What follows belongs to an exercise in optimizing a design on an open flow for small area; a production flow would make more cautious choices. In this exercise RTL edits were held to simulation tests only and were not proved equivalent to the original. No activity file was given, so power comes from the tool's default toggle rates.

## cpu_core
module cpu_core (
	input  wire logic                  clk,
	input  wire logic                  resetn,
	output logic                       inst_req,
	output logic                       inst_wr,
	output logic [1:0]                 inst_size,
	output logic [32-1:0]      inst_addr,
	output logic [32-1:0]      inst_wdata,
	input  wire logic                  inst_addr_ok,
	input  wire logic                  inst_data_ok,
	input  wire logic [32-1:0] inst_rdata,
	output logic [32-1:0]      debug_wb_pc,
	output logic [3:0]                 debug_wb_rf_wen,
	output logic [4:0]                 debug_wb_rf_wnum,
	output logic [32-1:0]      debug_wb_rf_wdata
);
Size in the first run: roughly 1100 flip-flops, ~180 I/O pins.
==> module reg_write_select, before the edit <==
module reg_write_select (
	input  wire logic [5-1:0] addr,
	input  wire logic                     one,
	input  wire logic                     all,
	output logic [32-1:1]        we,
	output logic [32-1:1]        nwe
);
	always_comb
		for (int i = 1; i < 32; i++)
		begin
			we[i]  = one && addr == i;
			nwe[i] = !we[i] && !all;
		end
endmodule
==> module cpu_core, before the edit <==
module cpu_core (
	input  wire logic                  clk,
	input  wire logic                  resetn,
	output logic                       inst_req,
	output logic                       inst_wr,
	output logic [1:0]                 inst_size,
	output logic [32-1:0]      inst_addr,
	output logic [32-1:0]      inst_wdata,
	input  wire logic                  inst_addr_ok,
	input  wire logic                  inst_data_ok,
	input  wire logic [32-1:0] inst_rdata,
	output logic [32-1:0]      debug_wb_pc,
	output logic [3:0]                 debug_wb_rf_wen,
	output logic [4:0]                 debug_wb_rf_wnum,
	output logic [32-1:0]      debug_wb_rf_wdata
);
	logic [1:0]            phase;
	logic                  clear;
	logic                  run;
	logic [25:0]           ir;
	logic [1:0]            itype;
	logic                  iwr;
	logic [32-1:0] pc;
	logic [4:0]            dst;
	logic [7:0]            rs_byte;
	logic [7:0]            rt_byte;
	logic [7:0]            result;
	logic                  is_slt;
	logic                  slt;
	logic                  last;
	logic [31:0]           done_bytes;
	logic                  traced;
	logic                  wr_en;
	logic                  wr_all;
	logic [4:0]            wr_dst;
	assign inst_wr    = 1'b0;
	assign inst_size  = 2'd2;
	assign inst_wdata = '0;
	inst_fetch u_fetch (
		.clk          (clk         ),
		.resetn       (resetn      ),
		.inst_req     (inst_req    ),
		.inst_addr    (inst_addr   ),
		.inst_addr_ok (inst_addr_ok),
		.inst_data_ok (inst_data_ok),
		.inst_rdata   (inst_rdata  ),
		.phase        (phase       ),
		.clear        (clear       ),
		.run          (run         ),
		.ir           (ir          ),
		.itype        (itype       ),
		.iwr          (iwr         ),
		.pc           (pc          ),
		.traced       (traced      )
	);
	assign dst  = (itype == 2'd0) ? ir[15:11] : ir[20:16];
	assign last = phase == 2'd3;
	alu_execute u_execute (
		.clk     (clk       ),
		.phase   (phase     ),
		.itype   (itype     ),
		.imm     (ir[15:0]  ),
		.rs_byte (rs_byte   ),
		.rt_byte (rt_byte   ),
		.result  (result    ),
		.is_slt  (is_slt    ),
		.slt     (slt       )
	);
	always_ff @(posedge clk)
	begin
		done_bytes <= {result, done_bytes[31:9], done_bytes[8] | (last && is_slt && slt)};
		wr_dst     <= dst;
		wr_en      <= resetn && run && iwr;
		wr_all     <= clear;
	end
	reg_file u_regs (
		.clk      (clk                         ),
		.raddr1   (ir[25:21]                   ),
		.raddr2   (ir[20:16]                   ),
		.rdata1   (rs_byte                     ),
		.rdata2   (rt_byte                     ),
		.wr_all   (wr_all                      ),
		.wr_one   (wr_en                       ),
		.waddr    (wr_dst                      ),
		.wdata    (done_bytes[31:24]           ),
		.set_bit0 (run && last && is_slt && slt)
	);
	assign debug_wb_pc       = pc;
	assign debug_wb_rf_wen   = {4{wr_en && phase == 2'd0}};
	assign debug_wb_rf_wnum  = wr_dst;
	assign debug_wb_rf_wdata = done_bytes;
endmodule
==> flow/config.mk <==
export PLATFORM = sky130hd
export DESIGN_NAME = cpu_core
export DESIGN_NICKNAME = cpu_core
export VERILOG_FILES = /design/flow/design.v
export SDC_FILE = /design/flow/constraint.sdc
export NUM_CORES = 4
export LEC_CHECK = 0
export CAP_MARGIN = 10
export CORE_MARGIN = 2
export CORE_UTILIZATION = 65
export PLACE_DENSITY = 0.7
export SETUP_SLACK_MARGIN = 0.1
export SLEW_MARGIN = 10
export SYNTH_HIERARCHICAL = 1
==> flow/constraint.sdc <==
create_clock -name core_clock -period 6.0 [get_ports {clk}]
set_input_delay 1.2000 -clock core_clock [delete_from_list [all_inputs] [get_ports {clk}]]
set_output_delay 1.2000 -clock core_clock [all_outputs]
set_load 0.01 [all_outputs]
standard.sh (not shown) runs the stock make flow with config.mk's settings and CLKGATE_MAP_FILE= SYNTH_SCRIPT=/design/flow/synth_recipe.tcl, a recipe that flattens the netlist after the stock synthesis.
==> flow/flow/run.sh <==
#!/bin/bash
# The standard layout (standard.sh, with the standard synthesis
# unchanged), with three changes to how the layout is made:
#  - clock tree: clkbuf_4 buffers, leaf clusters of at most 11 sinks within
#    45 um, and no dummy loads
#  - port buffers: buf_1 (every input and output port still gets one, except
#    the constant outputs, which the standard flow leaves unbuffered too)
#  - tie cells: each synthesis tie cell is kept as it is, not copied once
#    per load
# make's full output goes to standard_flow.log in this folder; each ORFS
# step also keeps its own log under orfs/logs/.
set -euo pipefail
here=$(pwd)
export CTS_ARGS="-sink_clustering_enable -repair_clock_nets -dont_use_dummy_load -buf_list sky130_fd_sc_hd__clkbuf_4 -sink_clustering_size 11 -sink_clustering_max_diameter 45"
export BUFFER_PORTS_ARGS="-buffer_cell sky130_fd_sc_hd__buf_1"
export SKIP_REPAIR_TIE_FANOUT=1
bash standard.sh > "$here/standard_flow.log" 2>&1
The baseline finished clean.
Edit:
--- a/flow/design.v
+++ b/flow/design.v
@@ -310,8 +310,8 @@
 	always_comb
 		for (int i = 1; i < 32; i++)
 		begin
-			we[i]  = one && addr == i;
-			nwe[i] = !we[i] && !all;
+			we[i]  = all || (one && addr == i);
+			nwe[i] = !we[i];
 		end
 endmodule
 module reg_select (
@@ -407,7 +407,7 @@
 	);
 	always_ff @(posedge clk)
 	begin
-		done_bytes <= {result, done_bytes[31:9], done_bytes[8] | (last && is_slt && slt)};
+		done_bytes <= {result & {8{!clear}}, done_bytes[31:9], done_bytes[8] | (last && is_slt && slt)};
 		wr_dst     <= dst;
 		wr_en      <= resetn && run && iwr;
 		wr_all     <= clear;
After rerunning: Sequential power went up slightly; clock-buffer cell count went down by 1; critical path depth does not change; synthesized cell count barely changes; final area barely changes; worst setup slack improves by 0.23 ns; sequential cell count is unchanged; wire length rises slightly; total power hardly moves; worst hold slack gets worse by 0.058 ns; sequential share of layout area went down by 0.16 points; area after synthesis is higher slightly; fmax climbs by a few percent; via count is about the same.

* * *

## ember
cpu_core, a different RTL version from the one above (not shown whole).
Size: ~2700 cells after synthesis, about 1100 flip-flops, roughly 180 I/O pins, about 34000 sq um of cells after synthesis.
==> module alu_execute, before the edit <==
module alu_execute (
	input  wire logic        clk,
	input  wire logic [1:0]  phase,
	input  wire logic [1:0]  itype,     
	input  wire logic [15:0] imm,       
	input  wire logic [7:0]  rs_byte,
	input  wire logic [7:0]  rt_byte,
	output logic [7:0]       result,
	output logic             is_slt,
	output logic             slt        
);
	logic [5:0] funct;
	logic       special;
	logic       lui;
	logic       sub;
	logic       use_sum;
	logic       use_and;
	logic       use_xor;
	logic       use_or;
	logic       use_b;
	logic       use_sll;
	logic [1:0] iph;
	logic [7:0] imm_byte;
	logic [7:0] a;
	logic [7:0] b;
	logic [7:0] bx;
	logic [7:0] g;
	logic [7:0] p;
	logic [7:0] sum;
	logic       cin;
	logic       cout;
	logic       carry;
	logic [7:0] sll;
	assign funct   = imm[5:0];
	assign special = itype == 2'd0;
	assign lui     = itype == 2'd3;
	assign is_slt  = special && funct[3];
	assign sub     = special && funct[1] && !funct[2];
	assign use_sll = special && !funct[5];
	assign use_sum = (special && funct[5] && !funct[3] && !funct[2]) || itype == 2'd1;
	assign use_and = special && funct[5] && funct[2] && funct[1:0] == 2'd0;
	assign use_or  = (special && funct[5] && funct[2] && funct[1:0] == 2'd1) || itype == 2'd2;
	assign use_xor = special && funct[5] && funct[2] && funct[1];
	assign use_b   = lui;
	assign iph = phase ^ {lui, 1'b0};
	always_comb
	begin
		case (iph)
			2'd0: imm_byte = imm[7:0];
			2'd1: imm_byte = imm[15:8];
			default: imm_byte = {8{itype == 2'd1 && imm[15]}};
		endcase
	end
	assign a  = rs_byte;
	assign b  = special ? rt_byte : imm_byte;
	assign bx = b ^ {8{sub}};
	assign g  = a & bx;
	assign p  = a ^ bx;
	assign cin = (phase == 2'd0) ? sub : carry;
	assign {cout, sum} = {1'b0, a} + {1'b0, bx} + {8'h00, cin};
	always_ff @(posedge clk)
		carry <= cout;
	assign slt = (a[7] && !b[7]) || (!(a[7] ^ b[7]) && sum[7]);
	logic [7:0]  prev_rt;
	logic [15:0] funnel;
	logic [7:0]  t, t1, t2, t3;
	logic [1:0]  q;
	assign q = imm[10:9];
	always_comb
	begin
		funnel = {rt_byte, (phase == 2'd0) ? 8'h00 : prev_rt} << imm[8:6];
		t = funnel[15:8];
	end
	always_ff @(posedge clk)
	begin
		prev_rt <= rt_byte;
		t1      <= t;
		t2      <= t1;
		t3      <= t2;
	end
	always_comb
	begin
		case (q)
			2'd0: sll = t;
			2'd1: sll = t1;
			2'd2: sll = t2;
			default: sll = t3;
		endcase
		if (q > phase)
			sll = 8'h00;
	end
	assign result = ({8{use_sum}} & sum) | ({8{use_and}} & g) | ({8{use_xor}} & p) |
		({8{use_or}} & (g | p)) | ({8{use_b}} & b) | ({8{use_sll}} & sll);
endmodule
Settings: LEC_CHECK=0, CAP_MARGIN=10, CORE_MARGIN=2, CORE_UTILIZATION=65, PLACE_DENSITY=0.75, SETUP_SLACK_MARGIN=0.1, SLEW_MARGIN=10, SYNTH_HIERARCHICAL=1; clock period 6.0 ns.
==> flow/flow/run.sh <==
#!/bin/bash
# The standard layout (standard.sh, with the standard synthesis
# unchanged), with two changes to how the layout is made:
#  - clock tree: clkbuf_8 buffers, leaf clusters of at most 16 sinks within
#    50 um, and no dummy loads
#  - port buffers: buf_1 (every input and output port still gets one)
# make's full output goes to standard_flow.log in this folder; each ORFS
# step also keeps its own log under orfs/logs/.
set -euo pipefail
here=$(pwd)
export CTS_ARGS="-sink_clustering_enable -repair_clock_nets -dont_use_dummy_load -buf_list sky130_fd_sc_hd__clkbuf_8 -sink_clustering_size 16 -sink_clustering_max_diameter 50"
export BUFFER_PORTS_ARGS="-buffer_cell sky130_fd_sc_hd__buf_1"
bash standard.sh > "$here/standard_flow.log" 2>&1
> inputs changed (ember -> zinc)
--- a/flow/design.v
+++ b/flow/design.v
@@ -214,34 +214,33 @@
 	assign {cout, sum} = {1'b0, a} + {1'b0, bx} + {8'h00, cin};
 	always_ff @(posedge clk)
 		carry <= cout;
 	assign slt = (a[7] && !b[7]) || (!(a[7] ^ b[7]) && sum[7]);
 	logic [7:0]  prev_rt;
 	logic [15:0] funnel;
-	logic [7:0]  t, t1, t2, t3;
+	logic [7:0]  t, t1, t2;
 	logic [1:0]  q;
 	assign q = imm[10:9];
 	always_comb
 	begin
 		funnel = {rt_byte, (phase == 2'd0) ? 8'h00 : prev_rt} << imm[8:6];
 		t = funnel[15:8];
 	end
 	always_ff @(posedge clk)
 	begin
 		prev_rt <= rt_byte;
 		t1      <= t;
-		t2      <= t1;
-		t3      <= t2;
+		if (q != 2'd3 || phase == 2'd1)
+			t2 <= t1;
 	end
 	always_comb
 	begin
 		case (q)
 			2'd0: sll = t;
 			2'd1: sll = t1;
-			2'd2: sll = t2;
-			default: sll = t3;
+			default: sll = t2;
 		endcase
 		if (q > phase)
 			sll = 8'h00;
 	end
 	assign result = ({8{use_sum}} & sum) | ({8{use_and}} & g) | ({8{use_xor}} & p) |
 		({8{use_or}} & (g | p)) | ({8{use_b}} & b) | ({8{use_sll}} & sll);
--- outcome ---
Cmp zinc and ember / area of the mapped netlist / higher: ember. Summary — logic gate share of total power, zinc relative to ember: higher, by 0.2 points. Relative to ember, the half-perimeter wire length after placement of zinc is lower by about 3%. Critical path required time (higher): ember. From ember to zinc the numbers moved as follows: clock skew roughly the same; die span in y about even; number of DRC markers in iteration 0 now smaller; minimum hold slack rose 13 ps; final global-route overflow total has remained practically unchanged. When zinc is set beside ember, its overall track demand over capacity in global routing turns out to be 0.70 points smaller. Of the two candidates, ember has the worse total routed wirelength and zinc the better one.

* * *

cpu_core with an RTL version that a note above also has.
Size: about 2,600 cells after synthesis, ~1,100 flip-flops, about 33,000 µm² of cells after synthesis.
export LEC_CHECK = 0
export CAP_MARGIN = 10
export CORE_MARGIN = 2
export CORE_UTILIZATION = 65
export PLACE_DENSITY = 0.75
export SETUP_SLACK_MARGIN = 0.1
export SLEW_MARGIN = 10
export SYNTH_HIERARCHICAL = 1
create_clock -name core_clock -period 6.0 [get_ports {clk}]
==> flow/flow/run.sh <==
#!/bin/bash
# The standard layout (standard.sh, with the standard synthesis
# unchanged), with three changes to how the layout is made:
#  - clock tree: clkbuf_4 buffers, leaf clusters of at most 11 sinks within
#    45 um, and no dummy loads
#  - port buffers: buf_1 (every input and output port still gets one, except
#    the constant outputs, which the standard flow leaves unbuffered too)
#  - tie cells: each synthesis tie cell is kept as it is, not copied once
#    per load
# make's full output goes to standard_flow.log in this folder; each ORFS
# step also keeps its own log under orfs/logs/.
set -euo pipefail
here=$(pwd)
export CTS_ARGS="-sink_clustering_enable -repair_clock_nets -dont_use_dummy_load -buf_list sky130_fd_sc_hd__clkbuf_4 -sink_clustering_size 11 -sink_clustering_max_diameter 45"
export BUFFER_PORTS_ARGS="-buffer_cell sky130_fd_sc_hd__buf_1"
export SKIP_REPAIR_TIE_FANOUT=1
bash standard.sh > "$here/standard_flow.log" 2>&1
The starting point passed the timing, design-rule and antenna checks.
Rerun with:
--- a/flow/design.v
+++ b/flow/design.v
@@ -308,12 +308,12 @@
 	output logic [32-1:1]        nwe
 );
 	always_comb
 		for (int i = 1; i < 32; i++)
 		begin
-			we[i]  = one && addr == i;
-			nwe[i] = !we[i] && !all;
+			we[i]  = all || (one && addr == i);
+			nwe[i] = !we[i];
 		end
 endmodule
 module reg_select (
 	input  wire logic [5-1:0] addr,
 	output logic [32-1:1]        sel
@@ -405,11 +405,11 @@
 		.is_slt  (is_slt    ),
 		.slt     (slt       )
 	);
 	always_ff @(posedge clk)
 	begin
-		done_bytes <= {result, done_bytes[31:9], done_bytes[8] | (last && is_slt && slt)};
+		done_bytes <= {result & {8{!clear}}, done_bytes[31:9], done_bytes[8] | (last && is_slt && slt)};
 		wr_dst     <= dst;
 		wr_en      <= resetn && run && iwr;
 		wr_all     <= clear;
 	end
 	reg_file u_regs (
Final cell count came out lower by 0.45%.
Global-route usage came out lower by 0.44 points.
Total power came out higher by 0.77%.
Utilization came out lower by 0.86 points.
Routed wire length came out lower by 1.2%.
Setup slack improved by 200 ps.
Critical path depth is unchanged.
Design area barely changes.
Worst hold slack got worse by 3.2 ps.
Sequential share of layout area barely changes.

* * *

## the baseline
cpu_core, a different RTL version from the one above (not shown whole).
For scale: ~180 I/O pins.
==> flow/config.mk <==
export PLATFORM = sky130hd
export DESIGN_NAME = cpu_core
export DESIGN_NICKNAME = cpu_core
export VERILOG_FILES = /design/flow/design.v
export SDC_FILE = /design/flow/constraint.sdc
export NUM_CORES = 4
export LEC_CHECK = 0
export CAP_MARGIN = 10
export CORE_MARGIN = 2
export CORE_UTILIZATION = 65
export PLACE_DENSITY = 0.75
export SETUP_SLACK_MARGIN = 0.1
export SLEW_MARGIN = 10
export SYNTH_HIERARCHICAL = 1
==> flow/constraint.sdc <==
create_clock -name core_clock -period 6.0 [get_ports {clk}]
set_input_delay 1.2000 -clock core_clock [delete_from_list [all_inputs] [get_ports {clk}]]
set_output_delay 1.2000 -clock core_clock [all_outputs]
set_load 0.01 [all_outputs]
==> flow/flow/run.sh <==
#!/bin/bash
# The standard layout (standard.sh, with the standard synthesis
# unchanged), with two changes to how the layout is made:
#  - clock tree: clkbuf_4 buffers, leaf clusters of at most 11 sinks within
#    45 um, and no dummy loads
#  - port buffers: buf_1 (every input and output port still gets one)
# make's full output goes to standard_flow.log in this folder; each ORFS
# step also keeps its own log under orfs/logs/.
set -euo pipefail
here=$(pwd)
export CTS_ARGS="-sink_clustering_enable -repair_clock_nets -dont_use_dummy_load -buf_list sky130_fd_sc_hd__clkbuf_4 -sink_clustering_size 11 -sink_clustering_max_diameter 45"
export BUFFER_PORTS_ARGS="-buffer_cell sky130_fd_sc_hd__buf_1"
bash standard.sh > "$here/standard_flow.log" 2>&1
The baseline reached the end of the flow, and the finished layout is clean on the timing, design-rule and antenna checks.
Input-level comparison between the candidate and the baseline:
-- flow/design.v --
<<< the baseline, line 64
	logic        load;
	logic        hold;
	assign inst_req  = !outstanding && (!ir_valid || (run && phase[1]));
	always_comb
>>> the candidate, line 64
	logic        load;
	logic        hold;
	logic        untraced;
	assign inst_req  = !outstanding && (!ir_valid || (run && phase[1]));
	always_comb
<<< the baseline, line 95
			end
			traced <= done;
			wpc <= wpc ^ (carry & {30{traced}});
			if (inst_req && inst_addr_ok)
				outstanding <= 1'b1;
>>> the candidate, line 96
			end
			traced <= done;
			wpc <= (next_wpc & {30{traced}}) | (wpc & {30{untraced}});
			if (inst_req && inst_addr_ok)
				outstanding <= 1'b1;
<<< the baseline, line 109
		.inst  (inst_rdata),
		.valid (inst_data_ok),
		.itype (d_itype   ),
		.wr    (d_wr      ),
>>> the candidate, line 110
		.inst  (inst_rdata),
		.valid (inst_data_ok),
		.traced   (traced  ),
		.untraced (untraced),
		.itype (d_itype   ),
		.wr    (d_wr      ),
<<< the baseline, line 127
	input  wire logic [32-1:0] inst,
	input  wire logic                  valid,   
	output logic [1:0]                 itype,   
	output logic                       wr,
>>> the candidate, line 130
	input  wire logic [32-1:0] inst,
	input  wire logic                  valid,   
	input  wire logic                  traced,  
	output logic                       untraced,
	output logic [1:0]                 itype,   
	output logic                       wr,
<<< the baseline, line 132
	output logic                       hold     
);
	assign load = valid;
	assign hold = !valid;
	logic [5:0] opcode;
	logic [5:0] funct;
>>> the candidate, line 137
	output logic                       hold     
);
	assign load     = valid;
	assign hold     = !valid;
	assign untraced = !traced;
	logic [5:0] opcode;
	logic [5:0] funct;
<<< the baseline, line 282
			always_ff @(posedge clk)
			begin
				q0[r] <= q1[r];
				q1[r] <= q2[r];
				q2[r] <= (wdata & {8{we[r]}}) | (q3[r] & {8{nwe[r]}});
				q3[r] <= {q0[r][7:1], q0[r][0] | (we[r] && set_bit0)};
			end
		end
>>> the candidate, line 288
			always_ff @(posedge clk)
			begin
				q0[r] <= {q1[r][7:1], q1[r][0] | (we[r] && set_bit0)};
				q1[r] <= q2[r];
				q2[r] <= (wdata & {8{we[r]}}) | (q3[r] & {8{nwe[r]}});
				q3[r] <= q0[r];
			end
		end
<<< the baseline, line 366
	logic                  wr_en;
	logic                  wr_all;
	logic                  slt_set;
	logic [7:0]            rs_read;
	logic [7:0]            rt_read;
	logic [4:0]            wr_dst;
	assign inst_wr    = 1'b0;
>>> the candidate, line 372
	logic                  wr_en;
	logic                  wr_all;
	logic [4:0]            wr_dst;
	assign inst_wr    = 1'b0;
<<< the baseline, line 409
		wr_en      <= resetn && run && iwr;
		wr_all     <= clear;
		slt_set    <= run && last && iwr && is_slt && slt;
	end
	reg_file u_regs (
>>> the candidate, line 412
		wr_en      <= resetn && run && iwr;
		wr_all     <= clear;
	end
	reg_file u_regs (
<<< the baseline, line 415
		.raddr1   (ir[25:21]                   ),
		.raddr2   (ir[20:16]                   ),
		.rdata1   (rs_read                     ),
		.rdata2   (rt_read                     ),
		.wr_all   (wr_all                      ),
		.wr_one   (wr_en                       ),
		.waddr    (wr_dst                      ),
		.wdata    (done_bytes[31:24]           ),
		.set_bit0 (slt_set                     )
	);
	assign rs_byte = rs_read | {7'd0, slt_set && ir[25:21] == wr_dst};
	assign rt_byte = rt_read | {7'd0, slt_set && ir[20:16] == wr_dst};
	assign debug_wb_pc       = pc;
	assign debug_wb_rf_wen   = {4{wr_en && phase == 2'd0}};
>>> the candidate, line 417
		.raddr1   (ir[25:21]                   ),
		.raddr2   (ir[20:16]                   ),
		.rdata1   (rs_byte                     ),
		.rdata2   (rt_byte                     ),
		.wr_all   (wr_all                      ),
		.wr_one   (wr_en                       ),
		.waddr    (wr_dst                      ),
		.wdata    (done_bytes[31:24]           ),
		.set_bit0 (run && last && is_slt && slt)
	);
	assign debug_wb_pc       = pc;
	assign debug_wb_rf_wen   = {4{wr_en && phase == 2'd0}};
--- outcome ---
No stage failed in the candidate, and the final checks on the layout all came back clean. The candidate vs. the baseline: average wire per cell in the routed design shows a reduction of 0.25 µm, largest net degree at the start of global routing now larger. [compare] base=the baseline new=the candidate: internal power contribution closely matched the old numbers, TritonCTS buffer count increased by about 0.9% relative to the old numbers, average footprint of a synthesized cell increased by 0.90% relative to the old numbers, met3 track demand over resource decreased by 0.91 points relative to the old numbers. A peak-usage layer in the global routing report of met1 is what the baseline shows, while met2 belongs to the candidate. The clock edge transition at the registers on the reported setup and hold paths on the baseline is in line with that on the candidate.

static timing again, ports no longer ideal:
No port has a modelled driver above. Below, the same layouts with a new extraction and two added sets of constraints. Step 1 assumes that a clkbuf_16 drives the clock port and a buf_2 every other input. Step 2 moves the port delays by t, midway between the first and last clock arrival at a register: inputs arrive t later, outputs are due t later. That takes back most of the time a late clock gives input paths. Slacks: ideal / step 1 / step 2; pairs: ideal / step 1.
| run | t, ns | slack for setup (ns) | worst hold slack (ns) | latest minus earliest clock arrival (ns) | worst slew at a driven data input, ns |
|---|---|---|---|---|---|
| the first run of note 1 | 0.962 | 0.463 / 0.463 / 0.463 | 0.307 / 0.307 / 0.307 | 0.097 / 0.098 | 0.04 |
| the second run of note 1 | 0.944 | 0.698 / 0.698 / 0.698 | 0.248 / 0.248 / 0.248 | 0.144 / 0.144 | 0.06 |
| ember | 0.730 | 1.058 / 1.058 / 1.058 | 0.257 / 0.257 / 0.257 | 0.096 / 0.096 | 0.04 |
| zinc | 0.720 | 0.767 / 0.767 / 0.767 | 0.271 / 0.271 / 0.271 | 0.086 / 0.086 | 0.04 |
| the first run of note 3 | 0.960 | 0.573 / 0.573 / 0.573 | 0.279 / 0.279 / 0.279 | 0.116 / 0.116 | 0.05 |
| the second run of note 3 | 0.947 | 0.772 / 0.772 / 0.772 | 0.276 / 0.276 / 0.276 | 0.140 / 0.140 | 0.05 |
| the baseline | 0.924 | 0.576 / 0.576 / 0.576 | 0.270 / 0.270 / 0.270 | 0.128 / 0.128 | 0.05 |
| the candidate | 0.954 | 0.795 / 0.795 / 0.795 | 0.264 / 0.264 / 0.264 | 0.125 / 0.125 | 0.05 |
After both steps every run listed still meets setup and hold.
